Context: an optimization exercise on an open-source flow, tuned for small area, a short achievable clock period and few clock cycles per item. The choices shown serve that exercise and are no tape-out recipe. At most, simulation tests tie the RTL to the original design; equivalence was not proved. Power and IR drop assume default switching activity.

09-26:
==> module tbeh_add, before the edit <==
module tbeh_add #(
	parameter int W = 32
) (
	input  logic [W-1:0] a,
	input  logic [W-1:0] b,
	input  logic         cin,
	output logic [W:0]   s
);
	localparam int L = $clog2(W);
	logic [W-1:0] g [L+1];
	logic [W-1:0] p [L+1];
	always_comb begin
		g[0] = a & b;
		p[0] = a ^ b;
		for (int l = 1; l <= L; l++) begin
			g[l] = g[l-1];
			p[l] = p[l-1];
			for (int i = 0; i < W; i++) begin
				if ((i >> (l - 1)) % 2 == 1) begin
					g[l][i] = g[l-1][i] | (p[l-1][i] & g[l-1][((i >> (l - 1)) << (l - 1)) - 1]);
					p[l][i] = p[l-1][i] & p[l-1][((i >> (l - 1)) << (l - 1)) - 1];
				end
			end
		end
		s[0] = p[0][0] ^ cin;
		for (int i = 1; i < W; i++) begin
			s[i] = p[0][i] ^ (g[L][i-1] | (p[L][i-1] & cin));
		end
		s[W] = g[L][W-1] | (p[L][W-1] & cin);
	end
endmodule
==> module tbeh_cursor, before the edit <==
module tbeh_cursor (
	input  logic        clk,
	input  logic        arst_n,
	input  logic        wr_width,    
	input  logic        clr0,        
	input  logic        shift,       
	input  logic        step,        
	input  logic [31:0] start_time,
	input  logic [31:0] bin_width,
	input  logic [31:0] cmp_time,    
	input  logic [6:0]  bins_used,
	output logic [8:0]  cmp,
	output logic        bounds_busy, 
	output logic        fix_busy,    
	output logic        in_range,    
	output logic        in_range2,   
	output logic        in_range_d,  
	output logic        in_range2_d,
	output logic [6:0]  cursor
);
	logic [6:0]  c_q;
	logic        ir_q, ir2_q;    
	logic [32:0] b_q, b2_q, b3_q;
	logic [32:0] add_s;
	logic [1:0]  fix_q;          
	logic [2:0]  gh, eh, gl;
	logic        half;
	logic [16:0] s_lo, s_hi0, s_hi1;
	tbeh_add #(.W(16)) u_add_lo  (.a (b3_q[15:0]),  .b (bin_width[15:0]),  .cin (1'b0), .s (s_lo));
	tbeh_add #(.W(16)) u_add_hi0 (.a (b3_q[31:16]), .b (bin_width[31:16]), .cin (1'b0), .s (s_hi0));
	tbeh_add #(.W(16)) u_add_hi1 (.a (b3_q[31:16]), .b (bin_width[31:16]), .cin (1'b1), .s (s_hi1));
	assign add_s = {(s_lo[16] ? s_hi1 : s_hi0), s_lo[15:0]};
	logic [32:0] bnd [3];
	assign bnd[0] = b_q;
	assign bnd[1] = b2_q;
	assign bnd[2] = b3_q;
	for (genvar j = 0; j < 3; j++) begin : g_cmp
		logic ghi, ehi, glo, elo;
		tbeh_gt #(.W(16)) u_hi (.a (cmp_time[31:16]), .b (bnd[j][31:16]), .gt (ghi), .eq (ehi));
		tbeh_gt #(.W(16)) u_lo (.a (cmp_time[15:0]),  .b (bnd[j][15:0]),  .gt (glo), .eq (elo));
		assign cmp[3*j +: 3] = {ghi && !bnd[j][32], ehi && !bnd[j][32], glo};
	end
	assign bounds_busy = wr_width || (fix_q != 2'd0);
	assign fix_busy    = fix_q != 2'd0;
	assign in_range    = ir_q;
	assign in_range2   = ir2_q;
	assign cursor      = c_q;
	assign half = (fix_q == 2'd1) || (fix_q == 2'd2);
	always_ff @(posedge clk or negedge arst_n) begin
		if (!arst_n) begin
			c_q   <= '0;
			b_q   <= 33'd1;
			fix_q <= 2'd3;
		end else begin
			if (wr_width || fix_q == 2'd3) begin
				fix_q <= 2'd1;
			end else if (fix_q == 2'd1) begin
				fix_q <= 2'd2;
			end else begin
				fix_q <= 2'd0;
			end
			if (clr0) begin
				c_q <= '0;
			end else if (step) begin
				c_q <= c_q + 7'd1;
			end
			if (shift) begin
				b_q <= b2_q;
			end
		end
	end
	always_comb begin
		if (clr0) begin
			in_range_d  = 1'b1;
			in_range2_d = bins_used > 7'd1;
		end else if (step) begin
			in_range_d  = ir2_q;
			in_range2_d = (c_q + 7'd2) < bins_used;
		end else begin
			in_range_d  = c_q < bins_used;
			in_range2_d = (c_q + 7'd1) < bins_used;
		end
	end
	always_ff @(posedge clk) begin
		ir_q  <= in_range_d;
		ir2_q <= in_range2_d;
		if (shift || half) begin
			b2_q <= b3_q;
		end
		if (clr0) begin
			b3_q <= {1'b0, start_time};
		end else if (wr_width || fix_q == 2'd3) begin
			b3_q <= b_q;
		end else if (shift || half) begin
			b3_q <= {add_s[32] | b3_q[32], add_s[31:0]};
		end
	end
endmodule
export LEC_CHECK = 0
export ABC_AREA = 1
export CAP_MARGIN = 20
export CORE_MARGIN = 2
export CORE_UTILIZATION = 45
export CTS_CLUSTER_DIAMETER = 60
export CTS_CLUSTER_SIZE = 30
export SETUP_SLACK_MARGIN = 4.2
export SLEW_MARGIN = 20
create_clock -name core_clock -period 7.0 [get_ports {clk}]
standard.sh (not shown) runs the stock make flow with config.mk's settings and CLKGATE_MAP_FILE= SYNTH_SCRIPT=/design/flow/synth_recipe.tcl, a recipe that flattens the netlist after the stock synthesis.
==> flow/flow/run.sh <==
#!/bin/bash
# The standard layout, with clock tree synthesis told not to add dummy loads.
# Each tool's full output stays in ORFS's own logs under orfs/logs; make's output
# goes to flow_make.log in this folder.
set -euo pipefail
export CTS_ARGS="-sink_clustering_enable -repair_clock_nets -sink_clustering_size 30 -sink_clustering_max_diameter 60 -dont_use_dummy_load"
bash standard.sh > flow_make.log 2>&1
[inputs] 10-22 vs 09-26
diff --git a/flow/design.v b/flow/design.v
--- a/flow/design.v
+++ b/flow/design.v
@@ -151,11 +151,10 @@
 module tbeh_add #(
 	parameter int W = 32
 ) (
 	input  logic [W-1:0] a,
 	input  logic [W-1:0] b,
-	input  logic         cin,
 	output logic [W:0]   s
 );
 	localparam int L = $clog2(W);
 	logic [W-1:0] g [L+1];
 	logic [W-1:0] p [L+1];
@@ -170,15 +169,15 @@
 					g[l][i] = g[l-1][i] | (p[l-1][i] & g[l-1][((i >> (l - 1)) << (l - 1)) - 1]);
 					p[l][i] = p[l-1][i] & p[l-1][((i >> (l - 1)) << (l - 1)) - 1];
 				end
 			end
 		end
-		s[0] = p[0][0] ^ cin;
+		s[0] = p[0][0];
 		for (int i = 1; i < W; i++) begin
-			s[i] = p[0][i] ^ (g[L][i-1] | (p[L][i-1] & cin));
+			s[i] = p[0][i] ^ g[L][i-1];
 		end
-		s[W] = g[L][W-1] | (p[L][W-1] & cin);
+		s[W] = g[L][W-1];
 	end
 endmodule
 module tbeh_cursor (
 	input  logic        clk,
 	input  logic        arst_n,
@@ -204,15 +203,15 @@
 	logic [32:0] b_q, b2_q, b3_q;
 	logic [32:0] add_s;
 	logic [1:0]  fix_q;          
 	logic [2:0]  gh, eh, gl;
 	logic        half;
-	logic [16:0] s_lo, s_hi0, s_hi1;
-	tbeh_add #(.W(16)) u_add_lo  (.a (b3_q[15:0]),  .b (bin_width[15:0]),  .cin (1'b0), .s (s_lo));
-	tbeh_add #(.W(16)) u_add_hi0 (.a (b3_q[31:16]), .b (bin_width[31:16]), .cin (1'b0), .s (s_hi0));
-	tbeh_add #(.W(16)) u_add_hi1 (.a (b3_q[31:16]), .b (bin_width[31:16]), .cin (1'b1), .s (s_hi1));
-	assign add_s = {(s_lo[16] ? s_hi1 : s_hi0), s_lo[15:0]};
+	tbeh_add #(.W(32)) u_add (
+		.a (b3_q[31:0]),
+		.b (bin_width),
+		.s (add_s)
+	);
 	logic [32:0] bnd [3];
 	assign bnd[0] = b_q;
 	assign bnd[1] = b2_q;
 	assign bnd[2] = b3_q;
 	for (genvar j = 0; j < 3; j++) begin : g_cmp
Notes after the runs:
The flow did not stop early for 10-22: all stages ran, and the layout cleared the timing, DRC and antenna checks.
Per the comparison of 10-22 with 09-26, max-slew headroom at the worst pin shows an increase of 0.46 points; horizontal die dimension held; fmax now sits higher; share of synthesized area spent on multiplexers now sits higher; gate count after technology mapping moved down.
Summary of 10-22 over 09-26: fraction of layout instances using a drive strength above 1 now sits lower; count of fill cells added during filler insertion closely matched the old numbers.
Looking at launch point of the worst path, the olcnt_q[10] result is from 10-22; the ogcnt_q[2] one comes from 09-26.
Looking at total power after layout, 10-22 sits below 09-26.
Summary of 10-22 over 09-26: post-layout minimum cycle time dropped 0.068 ns, summed area of non-filler cells in the final layout fell by 1.4%.
Testbench counts of 10-22, summed over its fixed seeds: cycles 15,502, items 10,368.
For 09-26, only the layout was checked, not whether the RTL still works.

---

Another version of the RTL of time_binned_event_histogram (not shown whole).
Size in the first run: about 5,700 cells after synthesis, about 2,600 flip-flops, about 74,000 um2 of cells after synthesis.
## time_binned_event_histogram
module time_binned_event_histogram #(
	parameter int MAX_BINS   = tbeh_pkg::MAX_BINS_DEF,
	parameter int COUNT_BITS = tbeh_pkg::COUNT_BITS_DEF
) (
	input  logic                                clk,
	input  logic                                arst_n,
	input  logic                                cfg_we,
	input  logic [tbeh_pkg::CFG_IDX_W-1:0]      cfg_index,
	input  logic [tbeh_pkg::CFG_DATA_W-1:0]     cfg_data,
	input  logic                                in_valid,
	output logic                                in_stall,
	input  logic [tbeh_pkg::OPCODE_W-1:0]       opcode,
	input  logic [tbeh_pkg::TIME_W-1:0]         event_time,
	input  logic                                passes_filter,
	output logic                                out_valid,
	input  logic                                out_stall,
	output logic [tbeh_pkg::BIN_IDX_W-1:0]      bin_index,
	output logic [tbeh_pkg::COUNT_OUT_W-1:0]    local_count,
	output logic [tbeh_pkg::COUNT_OUT_W-1:0]    global_count,
	output logic [tbeh_pkg::COUNT_OUT_W-1:0]    local_peak,
	output logic [tbeh_pkg::COUNT_OUT_W-1:0]    global_peak,
	output logic                                last_bin
);
	localparam int CB = 16;
	localparam logic [CB-1:0] CNT_MAX = '1;
	logic [31:0] start_q;
	logic [31:0] width_q;
	logic [6:0]  n_q;         
	logic        filter_q;
	logic [6:0]  n_wr;
	always_comb begin
		if (cfg_data[6:0] == 7'd0) begin
			n_wr = 7'd1;
		end else if (cfg_data[6:0] > 7'd64) begin
			n_wr = 7'd64;
		end else begin
			n_wr = cfg_data[6:0];
		end
	end
  ...
clock: 7.0 ns
lec_check: 0
abc_area: 1
cap_margin: 20
core_margin: 2
core_utilization: 50
cts_cluster_diameter: 60
cts_cluster_size: 30
setup_slack_margin: 4.2
slew_margin: 20
Scripts as last shown in full above: flow/flow/run.sh
Testbench counts at the start, summed over its fixed seeds: cycles 15,662, items 10,368.
==> next run, changes <==
--- a/flow/design.v
+++ b/flow/design.v
@@ -394,22 +394,25 @@
 	logic        in_range_d, in_range2_d;
 	logic        rd_active_d;
 	logic [1:0]  clrph_d;
 	logic        in_stall_d;
 	logic [6:0]  cursor;
 	logic        want_step, step, add_done, land, take;
 	logic        wq_full;
 	logic        rd_active_q;
 	logic        rd_all_q;
 	logic        out_free;
 	logic        rd_start;
+	logic        rd_chain;      
+	logic        chain_q;       
+	logic        pk_load;
 	assign is_add = m_opv[tbeh_pkg::OP_ADD];
 	assign is_clr = m_opv[tbeh_pkg::OP_CLEAR];
 	assign is_rd  = m_opv[tbeh_pkg::OP_READ];
 	assign is_nop = m_opv[tbeh_pkg::OP_SPARE];
 	assign clr1 = is_clr && (clrph_q == 2'd0) && !rd_active_q && !fix_busy;
 	assign clr2 = is_clr && (clrph_q != 2'd0);
 	tbeh_cursor u_cursor (
 		.clk         (clk),
 		.arst_n      (arst_n),
 		.wr_width    (cfg_we && (cfg_index == tbeh_pkg::CFG_WIDTH)),
 		.clr0        (clr1),
@@ -430,24 +433,25 @@
 	);
 	assign recmp     = is_add && !m_cv;
 	assign add_go    = is_add && m_cv;
 	assign gt1       = m_k ? m_c2 : m_c1;
 	assign gt2       = m_k ? m_c3 : m_c2;
 	assign want_step = add_go && in_range && gt1;
 	assign step      = want_step && !wq_full;
 	assign shift     = step || clr2;
 	assign add_done  = add_go && (!want_step || (step && !(gt2 && in_range2)));
 	assign land      = add_done && (want_step ? in_range2 : in_range);
 	assign take      = !filter_q || m_p;
-	assign rd_start  = is_rd && (!rd_active_q || (rd_all_q && out_free));
-	assign m_done    = is_nop || rd_start || (clr2 && clrph_q == 2'd3) || add_done;
+	assign rd_start  = is_rd && !chain_q && (!rd_active_q || (rd_all_q && out_free));
+	assign m_done    = is_nop || rd_start || (chain_q && out_free) ||
+		(clr2 && clrph_q == 2'd3) || add_done;
 	assign clrph_d = (clr1 || clr2) ? clrph_q + 2'd1 : clrph_q;
 	always_ff @(posedge clk or negedge arst_n) begin
 		if (!arst_n) begin
 			clrph_q <= 2'd0;
 		end else begin
 			clrph_q <= clrph_d;
 		end
 	end
 	always_comb begin
 		m_k_d  = m_k;
 		m_cv_d = m_cv;
@@ -568,66 +572,76 @@
 		.SR    (8),
 		.NQ    (NQ)
 	) u_ram (
 		.clk    (clk),
 		.arst_n (arst_n),
 		.wv      (wq_v),
 		.wload   (wq_free),
 		.wbin_in (cursor[5:0]),
 		.wdata   (wq_data),
 		.wdone   (wq_done),
 		.wtap_d  (wq_at_d),
-		.rstart  (rd_start),
+		.rstart  (rd_start || rd_chain),
 		.rnext   (rd_load),
 		.rhit    (rhit),
 		.rdata  (rdata)
 	);
 	logic        out_valid_q;
 	logic [5:0]  oidx_q;
 	logic [CB-1:0] olcnt_q, ogcnt_q, olpk_q, ogpk_q;
 	logic        olast_q;
 	assign out_free = !out_valid_q || !out_stall;
 	assign rd_load  = rd_active_q && !rd_all_q && rhit && out_free;
 	assign rd_last  = {1'b0, rd_i_q} == (n_q - 7'd1);
 	assign rd_word  = ({1'b0, rd_i_q} < cs_q) ? rdata :
 		(({1'b0, rd_i_q} == cs_q) ? accs_q : '0);
+	assign rd_chain    = is_rd && !chain_q && rd_load && rd_last;
+	assign pk_load     = rd_start || (chain_q && out_free);
 	assign rd_active_d = rd_start ? 1'b1 : ((rd_all_q && out_free) ? 1'b0 : rd_active_q);
 	always_ff @(posedge clk or negedge arst_n) begin
 		if (!arst_n) begin
 			rd_active_q <= 1'b0;
 			rd_all_q    <= 1'b0;
+			chain_q     <= 1'b0;
 			out_valid_q <= 1'b0;
 		end else begin
 			rd_active_q <= rd_active_d;
 			if (rd_start) begin
 				rd_all_q <= 1'b0;
-			end else if (rd_load && rd_last) begin
+			end else if (rd_load && rd_last && !rd_chain) begin
 				rd_all_q <= 1'b1;
 			end
+			if (rd_chain) begin
+				chain_q <= 1'b1;
+			end else if (out_free) begin
+				chain_q <= 1'b0;
+			end
 			if (rd_load) begin
 				out_valid_q <= 1'b1;
 			end else if (!out_stall) begin
 				out_valid_q <= 1'b0;
 			end
 		end
 	end
 	always_ff @(posedge clk) begin
-		if (rd_start) begin
+		if (rd_start || rd_chain) begin
 			rd_i_q <= '0;
 			cs_q   <= cursor;
 			accs_q <= {acc_l, acc_g};
-			olpk_q <= lpk;
-			ogpk_q <= filter_q ? gpk : lpk;
 		end else if (rd_load) begin
 			rd_i_q <= rd_i_q + 6'd1;
 		end
+		if (pk_load) begin
+			olpk_q <= lpk;
+			ogpk_q <= filter_q ? gpk : lpk;
+		end
 		if (rd_load) begin
 			oidx_q  <= rd_i_q;
 			olcnt_q <= rd_word[2*CB-1:CB];
 			ogcnt_q <= rd_word[CB-1:0];
 			olast_q <= rd_last;
 		end
 	end
 	assign out_valid    = out_valid_q;
 	assign bin_index    = oidx_q;
 	assign local_count  = {8'd0, olcnt_q};
 	assign global_count = {8'd0, ogcnt_q};
Outcome: Worst setup slack loses 87 ps; global-route usage rose by 0.28 points; clock-buffer cell count rose by 6; cell area rose by 0.52%; routed wire length rose by 0.97%; critical path depth rose by 17.
Testbench counts after the change, summed over its fixed seeds: cycles 15,502, items 10,368.

---

time_binned_event_histogram, a different RTL version from the one above (not shown whole).
For scale: roughly 6500 cells after synthesis, ~180 I/O pins, roughly 77000 sq um of cells after synthesis.
make LEC_CHECK=0 ABC_AREA=1 CAP_MARGIN=20 CORE_MARGIN=2 CORE_UTILIZATION=35 CTS_CLUSTER_DIAMETER=60 CTS_CLUSTER_SIZE=30 SETUP_SLACK_MARGIN=4.2 SLEW_MARGIN=20 finish   # period 7.0 ns
run.sh (not shown) runs the stock make flow with config.mk's settings and CLKGATE_MAP_FILE= SYNTH_SCRIPT=/design/flow/synth_recipe.tcl, a recipe that flattens the netlist after the stock synthesis.
Stock flow here: none of the scripts above is used.
Edit:
--- a/flow/design.v
+++ b/flow/design.v
@@ -565,39 +565,26 @@
 			end
 		end
 	end
 	always_ff @(posedge clk) begin
 		if (rd_start) begin
 			rd_i_q <= '0;
 			cs_q   <= cursor;
 			accs_q <= {acc_l, acc_g};
+			olpk_q <= lpk;
+			ogpk_q <= filter_q ? gpk : lpk;
 		end else if (rd_load) begin
 			rd_i_q <= rd_i_q + 6'd1;
 		end
-	end
-	always_ff @(posedge clk or negedge arst_n) begin
-		if (!arst_n) begin
-			olpk_q  <= '0;
-			ogpk_q  <= '0;
-			oidx_q  <= '0;
-			olcnt_q <= '0;
-			ogcnt_q <= '0;
-			olast_q <= 1'b0;
-		end else begin
-			if (rd_start) begin
-				olpk_q <= lpk;
-				ogpk_q <= filter_q ? gpk : lpk;
-			end
-			if (rd_load) begin
-				oidx_q  <= rd_i_q;
-				olcnt_q <= rd_word[2*CB-1:CB];
-				ogcnt_q <= rd_word[CB-1:0];
-				olast_q <= rd_last;
-			end
+		if (rd_load) begin
+			oidx_q  <= rd_i_q;
+			olcnt_q <= rd_word[2*CB-1:CB];
+			ogcnt_q <= rd_word[CB-1:0];
+			olast_q <= rd_last;
 		end
 	end
 	assign out_valid    = out_valid_q;
 	assign bin_index    = oidx_q;
 	assign local_count  = {8'd0, olcnt_q};
 	assign global_count = {8'd0, ogcnt_q};
 	assign local_peak   = {8'd0, olpk_q};
 	assign global_peak  = {8'd0, ogpk_q};
What happened: Worst hold slack got worse by 9.1 ps. Sequential cell count stays the same. Critical path depth does not change. Setup slack loses 94 ps. Total power goes down by 3.0%. Cell area falls by 1.6%.
Testbench counts after the change, summed over its fixed seeds: cycles 15,646, items 10,368.
The RTL of the first run of this note was laid out without a check of its function.

what the ideal ports hide:
No port has a modelled driver above. Below, the same layouts with a new extraction and two added sets of constraints. Step 1, drivers: a clkbuf_16 drives clk and a buf_2 each remaining input, both assumed. Step 2, shift: input delay + t, output delay - t, t = (earliest + latest rising clock arrival at the registers) / 2. This alone moves slack from input paths to output paths. Slacks: no drivers / after step 1 / after step 2; pairs: no drivers / after step 1.
run	shift t [ns]	setup WS [ns]	hold slack, ns	worst setup path at the end	worst data-port slew with drivers (ns)
09-26	0.851	4.006 / 3.922 / 3.468	0.268 / 0.268 / 0.268	input to register	0.05
10-22	0.848	4.074 / 3.988 / 3.341	0.276 / 0.276 / 0.276	input to register	0.08
the first run of note 2	0.828	4.135 / 4.057 / 3.369	0.273 / 0.273 / 0.273	input to register	0.06
the second run of note 2	0.835	4.049 / 3.999 / 3.326	0.266 / 0.266 / 0.266	input to register	0.10
the first run of note 3	0.900	4.115 / 4.020 / 3.425	0.295 / 0.295 / 0.295	input to register	0.08
the second run of note 3	0.888	4.021 / 3.929 / 3.451	0.286 / 0.286 / 0.286	input to register	0.13
After both steps every run listed still meets setup and hold. The setup slack of the first run of note 2, which loses most, moves by -0.078 ns with the drivers and by -0.766 ns with both steps.
